Source: an optimization exercise on an open RTL-to-GDS flow (aim: small area, a short achievable clock period and few clock cycles per item). Production flows keep margins and buffers that such runs may drop.
RTL that was checked went through simulation tests only; none was proved equivalent to the original.

==> flow/design.v (excerpt) <==
module cnn_top
#(
    parameter int RELU_SHIFT = 4
)
(
    input  logic            clk,
    input  logic            resetn,
    input  logic            weight_tvalid,
    output logic            weight_tready,
    input  cnn_pkg::pixel_t weight_tdata,
    input  logic            image_tvalid,
    output logic            image_tready,
    input  cnn_pkg::pixel_t image_tdata,
    output logic            result_tvalid,
    input  logic            result_tready,
    output cnn_pkg::acc_t   result_tdata,
    output logic            result_tlast
);
Size in the first run: ~1000 flip-flops, about 63000 um2 of cells after synthesis.
clock: 11.0 ns
lec_check: 0
abc_clock_period_in_ps: 4400
cap_margin: 20
core_margin: 2
core_utilization: 55
cts_cluster_diameter: 100
cts_cluster_size: 30
setup_slack_margin: 5
slew_margin: 20
run.sh (not shown) runs the stock make flow with config.mk's settings and CLKGATE_MAP_FILE= SYNTH_SCRIPT=/design/flow/synth_recipe.tcl, a recipe that flattens the netlist after the stock synthesis.
The starting point went through all stages and came out clean.
Change:
--- a/flow/config.mk
+++ b/flow/config.mk
@@ -11,4 +11,2 @@
 export CORE_UTILIZATION = 55
-export CTS_CLUSTER_DIAMETER = 100
-export CTS_CLUSTER_SIZE = 30
 export SETUP_SLACK_MARGIN = 5
Effect: Routed wire length grows by 0.84%; first-iteration DRC count decreases by 0.54%.
No functional check of the RTL was part of any run of this note.


## run A
cnn_top, a different RTL version from the one above (not shown whole).
Size in the first run: roughly 4,700 cells after synthesis, roughly 1,000 flip-flops, roughly 57 I/O pins.
Settings: LEC_CHECK=0, ABC_CLOCK_PERIOD_IN_PS=4400, CAP_MARGIN=20, CORE_MARGIN=2, CORE_UTILIZATION=55, CTS_CLUSTER_DIAMETER=90, CTS_CLUSTER_SIZE=27, SETUP_SLACK_MARGIN=5, SLEW_MARGIN=20; clock period 11.0 ns.
standard.sh (not shown) runs the stock make flow with config.mk's settings and CLKGATE_MAP_FILE= SYNTH_SCRIPT=/design/flow/synth_recipe.tcl, a recipe that flattens the netlist after the stock synthesis.
==> flow/flow/run.sh <==
#!/bin/bash
# The standard layout (standard.sh, unchanged synthesis and steps), with
# one change: the port buffers are buf_2 cells instead of the resizer's
# default choice (a clock delay cell, ~0.6 ns), which shortens every path
# from an input port or to an output port. Every port still gets a buffer.
set -euo pipefail
sed 's|^make -C \([^ ]*\) |make -C \1 BUFFER_PORTS_ARGS="-buffer_cell sky130_fd_sc_hd__buf_2" |' standard.sh > standard_buf.sh
grep -q 'BUFFER_PORTS_ARGS=' standard_buf.sh
bash standard_buf.sh > layout.log 2>&1
Testbench counts of run A, summed over its fixed seeds: cycles 2,472, images 64.
The following lists how run B was set up differently from run A:
# run A
export LEC_CHECK = 0
export ABC_CLOCK_PERIOD_IN_PS = 4400
export CAP_MARGIN = 20
export CORE_MARGIN = 2
export CORE_UTILIZATION = 55
export CTS_CLUSTER_DIAMETER = 90
export CTS_CLUSTER_SIZE = 27
export SETUP_SLACK_MARGIN = 5
export SLEW_MARGIN = 20
create_clock -name core_clock -period 11.0 [get_ports {clk}]
# run B
export LEC_CHECK = 0
export ABC_CLOCK_PERIOD_IN_PS = 4400
export CAP_MARGIN = 20
export CORE_MARGIN = 2
export CORE_UTILIZATION = 55
export CTS_CLUSTER_DIAMETER = 80
export CTS_CLUSTER_SIZE = 24
export SETUP_SLACK_MARGIN = 5
export SLEW_MARGIN = 20
create_clock -name core_clock -period 11.0 [get_ports {clk}]
==> flow/run.sh (new file) <==
#!/bin/bash
# synth_recipe.tcl (not shown) runs the flow's synth.tcl, then flattens the netlist and writes it again
# the make line also repeats each setting of config.mk as NAME=value (left out here)
make -C /OpenROAD-flow-scripts/flow DESIGN_CONFIG=/design/flow/config.mk WORK_HOME=/design/flow/orfs CLKGATE_MAP_FILE= SYNTH_SCRIPT=/design/flow/synth_recipe.tcl finish
removed: flow/flow/run.sh
removed: flow/standard.sh
[summary]
Where clock period minus final worst setup slack is concerned, run A is better than run B.
Between run B and run A, it is run B whose fill cell total of the finished layout is lower, by 170.
There was hardly any difference in area taken by multi-input logic gates between run A and run B.
Changes observed in run B relative to run A: final critical-path setup slack shrank by 0.23 ns.
| total instance count after detailed placement | run B vs run A | ≈ equal |
[inputs] run C vs run B
==> flow/flow/run.sh (new file) <==
#!/bin/bash
# The standard layout (standard.sh, unchanged synthesis and steps), with
# two changes: the port buffers are buf_2 cells instead of the resizer's
# default choice (a clock delay cell, ~0.6 ns), which shortens every path
# from an input port or to an output port (every port still gets a buffer);
# and timing repair aims for more setup margin than config.mk may ask for.
set -euo pipefail
sed -e 's|^make -C \([^ ]*\) |make -C \1 BUFFER_PORTS_ARGS="-buffer_cell sky130_fd_sc_hd__buf_2" |' \
    -e 's| SETUP_SLACK_MARGIN=5 | SETUP_SLACK_MARGIN=7.4 |' standard.sh > standard_buf.sh
grep -q 'BUFFER_PORTS_ARGS=' standard_buf.sh
grep -q 'SETUP_SLACK_MARGIN=7.4' standard_buf.sh
bash standard_buf.sh > layout.log 2>&1
==> flow/standard.sh (new file) <==
#!/bin/bash
# synth_recipe.tcl (not shown) runs the flow's synth.tcl, then flattens the netlist and writes it again
# the make line also repeats each setting of config.mk as NAME=value (left out here)
make -C /OpenROAD-flow-scripts/flow DESIGN_CONFIG=/design/flow/config.mk WORK_HOME=/design/flow/orfs CLKGATE_MAP_FILE= SYNTH_SCRIPT=/design/flow/synth_recipe.tcl "${@:-finish}"
removed: flow/run.sh
==> results.txt <==
Compared to run B, run C has sequential share of layout area 1.5 points lower.
On post-place instance area, the higher figure sits with run B, not run C.
Combined global-route utilization of all metal layers delta for run C relative to run B: 0.52 points higher
Of run C and run B, run B shows the lower final-stage net count, with run C above it.
| slew of the pin with the lowest slew margin | lower: run B |
Compared to run B, run C has synthesis-to-layout area growth 4.1 points higher.
Comparing run C with run B, the global-route track usage on met2 came out essentially unchanged.
Per the comparison of run C with run B, finished layout cell area grew by about 4%, wire length per cell after detailed routing lost 0.37 um.
On critical path's largest stage delay: run C sits below run B.
Relative to run C, the following input files were edited for run D:
# run C
export LEC_CHECK = 0
export ABC_CLOCK_PERIOD_IN_PS = 4400
export CAP_MARGIN = 20
export CORE_MARGIN = 2
export CORE_UTILIZATION = 55
export CTS_CLUSTER_DIAMETER = 80
export CTS_CLUSTER_SIZE = 24
export SETUP_SLACK_MARGIN = 5
export SLEW_MARGIN = 20
create_clock -name core_clock -period 11.0 [get_ports {clk}]
# run D
export LEC_CHECK = 0
export ABC_CLOCK_PERIOD_IN_PS = 4400
export CAP_MARGIN = 20
export CORE_MARGIN = 2
export CORE_UTILIZATION = 55
export CTS_CLUSTER_DIAMETER = 90
export CTS_CLUSTER_SIZE = 27
export SETUP_SLACK_MARGIN = 5
export SLEW_MARGIN = 20
create_clock -name core_clock -period 11.0 [get_ports {clk}]
## What came out
Number of antenna violations at the first check in global routing in run D is 4 lower than in run C. Run D vs run C on non-clock buffer count: run D is the higher one. Run C → run D: final cell count higher; final area held steady; final worst slack went down 0.014 ns. Compared with run C, number of buffers inserted during clock tree synthesis in run D decreased by more than 10%.
Changes in run E relative to run D:
# run D
export LEC_CHECK = 0
export ABC_CLOCK_PERIOD_IN_PS = 4400
export CAP_MARGIN = 20
export CORE_MARGIN = 2
export CORE_UTILIZATION = 55
export CTS_CLUSTER_DIAMETER = 90
export CTS_CLUSTER_SIZE = 27
export SETUP_SLACK_MARGIN = 5
export SLEW_MARGIN = 20
create_clock -name core_clock -period 11.0 [get_ports {clk}]
# run E
export LEC_CHECK = 0
export ABC_CLOCK_PERIOD_IN_PS = 4400
export CAP_MARGIN = 20
export CORE_MARGIN = 2
export CORE_UTILIZATION = 55
export CTS_CLUSTER_DIAMETER = 80
export CTS_CLUSTER_SIZE = 24
export SETUP_SLACK_MARGIN = 5
export SLEW_MARGIN = 20
create_clock -name core_clock -period 11.0 [get_ports {clk}]
==> flow/flow/run.sh <==
#!/bin/bash
# The standard layout (standard.sh, unchanged synthesis and steps), with
# one change: the port buffers are buf_2 cells instead of the resizer's
# default choice (a clock delay cell, ~0.6 ns), which shortens every path
# from an input port or to an output port. Every port still gets a buffer.
set -euo pipefail
sed 's|^make -C \([^ ]*\) |make -C \1 BUFFER_PORTS_ARGS="-buffer_cell sky130_fd_sc_hd__buf_2" |' standard.sh > standard_buf.sh
grep -q 'BUFFER_PORTS_ARGS=' standard_buf.sh
bash standard_buf.sh > layout.log 2>&1
[summary]
Run E went all the way through synthesis, placement and routing and the layout is clean on timing, DRC and antenna. Run E ended up with a lower wire length than run D did. Between run E and run D, sum of routed wire segments on met1 is higher for run D, run E comes in under that. Changes observed in run E relative to run D: wire length on met3 has decreased, count of cells resized by post-cts repair has decreased.

==> what the ideal ports hide <==
Ports are ideal in the flow. The routed layouts listed here were re-timed in OpenROAD.
Step 1 (the two cells are an assumption about what drives the block):
set clk [get_ports {clk}]
set_driving_cell -lib_cell sky130_fd_sc_hd__clkbuf_16 $clk
set_driving_cell -lib_cell sky130_fd_sc_hd__buf_2 [delete_from_list [all_inputs] $clk]
Step 2 times the ports against the registers' clock, not the clock port: input delays grow and output delays shrink by t, the midpoint of the rising clock arrivals with the driver on.
Slacks: ideal / step 1 / step 2; pairs: ideal / step 1.
run | t (ns) | setup slack, ns | hold WS [ns] | worst setup path at the end | worst data-port slew with drivers (ns)
the first run of note 1 | 0.766 | 7.033 / 6.956 / 6.510 | 0.336 / 0.336 / 0.336 | input to register | 0.04
the second run of note 1 | 0.776 | 7.009 / 6.936 / 6.525 | 0.323 / 0.323 / 0.323 | input to register | 0.04
run A | 0.766 | 7.244 / 7.244 / 7.079 | 0.334 / 0.334 / 0.334 | input to register | 0.03
run B | 0.770 | 7.009 / 6.935 / 6.700 | 0.332 / 0.332 / 0.332 | input to register | 0.03
run C | 0.770 | 7.412 / 7.340 / 7.112 | 0.333 / 0.333 / 0.333 | input to register | 0.03
run D | 0.774 | 7.399 / 7.327 / 7.130 | 0.331 / 0.331 / 0.331 | input to register | 0.03
run E | 0.784 | 7.203 / 7.203 / 7.084 | 0.333 / 0.333 / 0.333 | input to register | 0.03
After both steps every run listed still meets setup and hold. For the first run of note 1, which loses most, drivers alone change the setup slack by -0.077 ns; drivers and shift together by -0.523 ns.
